Source: an optimization exercise on an open RTL-to-GDS flow (aim: small area, a short achievable clock period and few clock cycles). Production flows keep margins and buffers that such runs may drop. The RTL was checked by simulation tests, not by an equivalence proof against the original design. Power is estimated from default activity; no workload was simulated.

Setup of red:
==> flow/design.v (excerpt) <==
module redmule_streamer (
  input  logic                   clk_i,
  input  logic                   rst_n_i,
  input  logic                   x_start_i,
  input  streamer_pkg::ch_cfg_t  x_cfg_i,
  output logic                   x_valid_o,
  input  logic                   x_ready_i,
  output streamer_pkg::data_t    x_data_o,
  output logic                   x_done_o,
  input  logic                   w_start_i,
  input  streamer_pkg::ch_cfg_t  w_cfg_i,
  output logic                   w_valid_o,
  input  logic                   w_ready_i,
  output streamer_pkg::data_t    w_data_o,
  output logic                   w_done_o,
  input  logic                   y_start_i,
  input  streamer_pkg::ch_cfg_t  y_cfg_i,
  output logic                   y_valid_o,
  input  logic                   y_ready_i,
  output streamer_pkg::data_t    y_data_o,
  output logic                   y_done_o,
  input  logic                   z_start_i,
  input  streamer_pkg::ch_cfg_t  z_cfg_i,
  input  logic                   z_valid_i,
  output logic                   z_ready_o,
  input  streamer_pkg::data_t    z_data_i,
  output logic                   z_done_o,
  output logic                   mem_req_o,
  output streamer_pkg::mem_req_t mem_req_data_o,
  input  logic                   mem_gnt_i,
  input  streamer_pkg::mem_rsp_t mem_rsp_i
);
Size in the first run: roughly 2,500 cells after synthesis, about 570 flip-flops, about 570 I/O pins, roughly 24,000 µm² of cells after synthesis.
export LEC_CHECK = 0
export ABC_AREA = 1
export CAP_MARGIN = 20
export CORE_MARGIN = 2
export CORE_UTILIZATION = 60
export CTS_BUF_LIST = sky130_fd_sc_hd__clkbuf_8
export CTS_CLUSTER_DIAMETER = 60
export CTS_CLUSTER_SIZE = 14
export PLACE_DENSITY = 0.72
export SETUP_SLACK_MARGIN = 3.15
export SLEW_MARGIN = 20
create_clock -name core_clock -period 5.5 [get_ports {clk_i}]
standard.sh (not shown) runs the stock make flow with config.mk's settings and CLKGATE_MAP_FILE= SYNTH_SCRIPT=/design/flow/synth_recipe.tcl, a recipe that flattens the netlist after the stock synthesis.
==> flow/flow/run.sh <==
#!/bin/bash
# The standard layout, with the smallest buffer on every input and output port.
set -euo pipefail
cd "$(dirname "$0")/.."
export BUFFER_PORTS_ARGS="-buffer_cell sky130_fd_sc_hd__buf_1"
bash standard.sh > standard.log 2>&1
Testbench counts of red, summed over its fixed seeds: cycles 11,327.
Edits applied to the flow inputs when going from red to blue:
- SETUP_SLACK_MARGIN changed from 3.15 to 3.0
- ABC_AREA removed (was 1)
==> comparison <==
In blue, area added between synthesis and finish is lower than in red.
Compared with red, blue shows a lower critical path depth.
Between blue and red, the difference in post-CTS clock slew at the launch and capture registers of the worst setup and hold paths is negligible.
red → blue: area fraction of clock buffers and clock inverters saw an increase; amount of wire on met2 after detailed routing lower.
Tightest slew margin relative to the limit: lower on red
Cmp blue vs red: total length of routed wires lower in blue
The following lists how green was set up differently from blue:
- putting ABC_AREA at 1 where nothing was set
- clearing CTS_BUF_LIST, which used to be sky130_fd_sc_hd__clkbuf_8
- swapping 14 for 20 in CTS_CLUSTER_SIZE
- swapping 60 for 100 in CTS_CLUSTER_DIAMETER
--- outcome ---
- The higher combined global-route utilization of all metal layers of green and blue is in green.
- When green is set beside blue, its clock-buffer cell count turns out to be about 18% larger.
- Density: green denser than blue
- Taking blue as the reference, in green clock-pin slew of the registers on the worst-case setup and hold paths saw little to no change, number of non-clock buffers in the layout saw an increase, area used by sequential logic in the layout saw little to no change.
Modified inputs, orange compared to green
- clearing ABC_AREA, which used to be 1
- putting CTS_BUF_LIST at sky130_fd_sc_hd__clkbuf_8 sky130_fd_sc_hd__clkbuf_16 where nothing was set
Results
| share of cell area taken by multi-input logic gates | lower: orange |
Initial antenna violation count, orange and green, higher one = green.
Summary of the comparison: post-CTS resize count is lower in orange, relative to green.

---

redmule_streamer, a different RTL version from the one above (not shown whole).
For scale: ~2300 cells after synthesis, about 580 flip-flops, roughly 570 I/O pins, ~0.024 mm2 of cells after synthesis.
==> flow/config.mk <==
export PLATFORM = sky130hd
export DESIGN_NAME = redmule_streamer
export DESIGN_NICKNAME = redmule_streamer
export VERILOG_FILES = /design/flow/design.v
export SDC_FILE = /design/flow/constraint.sdc
export NUM_CORES = 4
export LEC_CHECK = 0
export ABC_AREA = 1
export CAP_MARGIN = 20
export CORE_MARGIN = 2
export CORE_UTILIZATION = 55
export CTS_BUF_LIST = sky130_fd_sc_hd__clkbuf_8
export CTS_CLUSTER_DIAMETER = 50
export CTS_CLUSTER_SIZE = 12
export PLACE_DENSITY = 0.68
export SETUP_SLACK_MARGIN = 3.15
export SLEW_MARGIN = 20
==> flow/constraint.sdc <==
create_clock -name core_clock -period 5.5 [get_ports {clk_i}]
set_input_delay 1.1000 -clock core_clock [delete_from_list [all_inputs] [get_ports {clk_i}]]
set_output_delay 1.1000 -clock core_clock [all_outputs]
set_load 0.01 [all_outputs]
Scripts as last shown in full above: flow/flow/run.sh
The first run finished with timing, DRC and antenna clean.
Testbench counts at the start, summed over its fixed seeds: cycles 11,314.
Change:
- ABC_AREA: 1 -> default
- CORE_UTILIZATION: 55 -> 60
- CTS_BUF_LIST: sky130_fd_sc_hd__clkbuf_8 -> default
- CTS_CLUSTER_DIAMETER: 50 -> 100
- CTS_CLUSTER_SIZE: 12 -> 20
- PLACE_DENSITY: 0.68 -> 0.72
- SETUP_SLACK_MARGIN: 3.15 -> 3.0
Sequential share of layout area is higher by 1.8 points. Fmax went down by 15%. Count of clock-buffer cells in the layout rises by 2. Global-route usage drops by 0.46 points. Final cell count came out lower by 16%. Combinational power came out lower by 10%. Register-to-register slack got worse by 0.47 ns. Routed wire length went down by 12%. Setup slack gets worse by 0.40 ns.
Change:
- ABC_AREA: default -> 1
- CAP_MARGIN: 20 -> 5
- CTS_BUF_LIST: default -> sky130_fd_sc_hd__clkbuf_8
- CTS_CLUSTER_DIAMETER: 100 -> 60
- CTS_CLUSTER_SIZE: 20 -> 14
- SETUP_SLACK_MARGIN: 3.0 -> 3.15
- SLEW_MARGIN: 20 -> 5
The new run finished with timing, DRC and antenna clean; final area went up slightly; register-to-register slack gains 0.45 ns; global-route usage increases by 2.0 points; worst hold slack gets better by 0.029 ns.
Change:
- CAP_MARGIN: 5 -> 20
- SLEW_MARGIN: 5 -> 20
Outcome: Wire length stays the same. Setup slack does not change. Register-to-register slack barely changes. Worst hold slack stays the same. Total power stays the same. Final area does not change. Via count stays the same. Utilization does not change. Non-clock buffer count is unchanged. Combinational power hardly moves. Maximum frequency does not change.

what the ideal ports hide:
How much do the figures lean on ideal ports? The routed layouts below were timed once more, with nothing changed but the port constraints. Step 1 (the two cells are an assumption about what drives the block):
set clk [get_ports {clk_i}]
set_driving_cell -lib_cell sky130_fd_sc_hd__clkbuf_16 $clk
set_driving_cell -lib_cell sky130_fd_sc_hd__buf_2 [delete_from_list [all_inputs] $clk]
Step 2 adds t to the input delays and takes it off the output delays; t is the mean of the earliest and latest rising clock arrival at the registers after step 1. Input paths then give back, and output paths get back, about the clock's delay inside the block. Three values: ideal, step 1, step 2; two values: the first two.
| run | t, ns | setup WS [ns] | worst hold slack (ns) | worst setup path at the end | worst slew at a driven data input, ns |
|---|---|---|---|---|---|
| red | 0.742 | 2.988 / 2.988 / 2.327 | 0.502 / 0.502 / 0.502 | input to register | 0.12 |
| blue | 0.688 | 2.915 / 2.915 / 2.366 | 0.439 / 0.439 / 0.439 | input to register | 0.13 |
| green | 0.619 | 2.968 / 2.968 / 2.365 | 0.514 / 0.514 / 0.514 | input to register | 0.12 |
| orange | 0.593 | 2.945 / 2.962 / 2.369 | 0.435 / 0.435 / 0.435 | input to register | 0.13 |
| the first run of note 2 | 0.728 | 3.159 / 3.103 / 2.512 | 0.470 / 0.470 / 0.470 | input to register | 0.12 |
| the second run of note 2 | 0.601 | 2.761 / 2.761 / 2.258 | 0.436 / 0.436 / 0.436 | input to register | 0.11 |
| the third run of note 2 | 0.705 | 3.135 / 3.082 / 2.496 | 0.465 / 0.465 / 0.465 | input to register | 0.19 |
| the fourth run of note 2 | 0.705 | 3.135 / 3.082 / 2.496 | 0.465 / 0.465 / 0.465 | input to register | 0.19 |
After both steps every run listed still meets setup and hold. The setup slack of red, which loses most, moves by 0.000 ns with the drivers and by -0.661 ns with both steps.
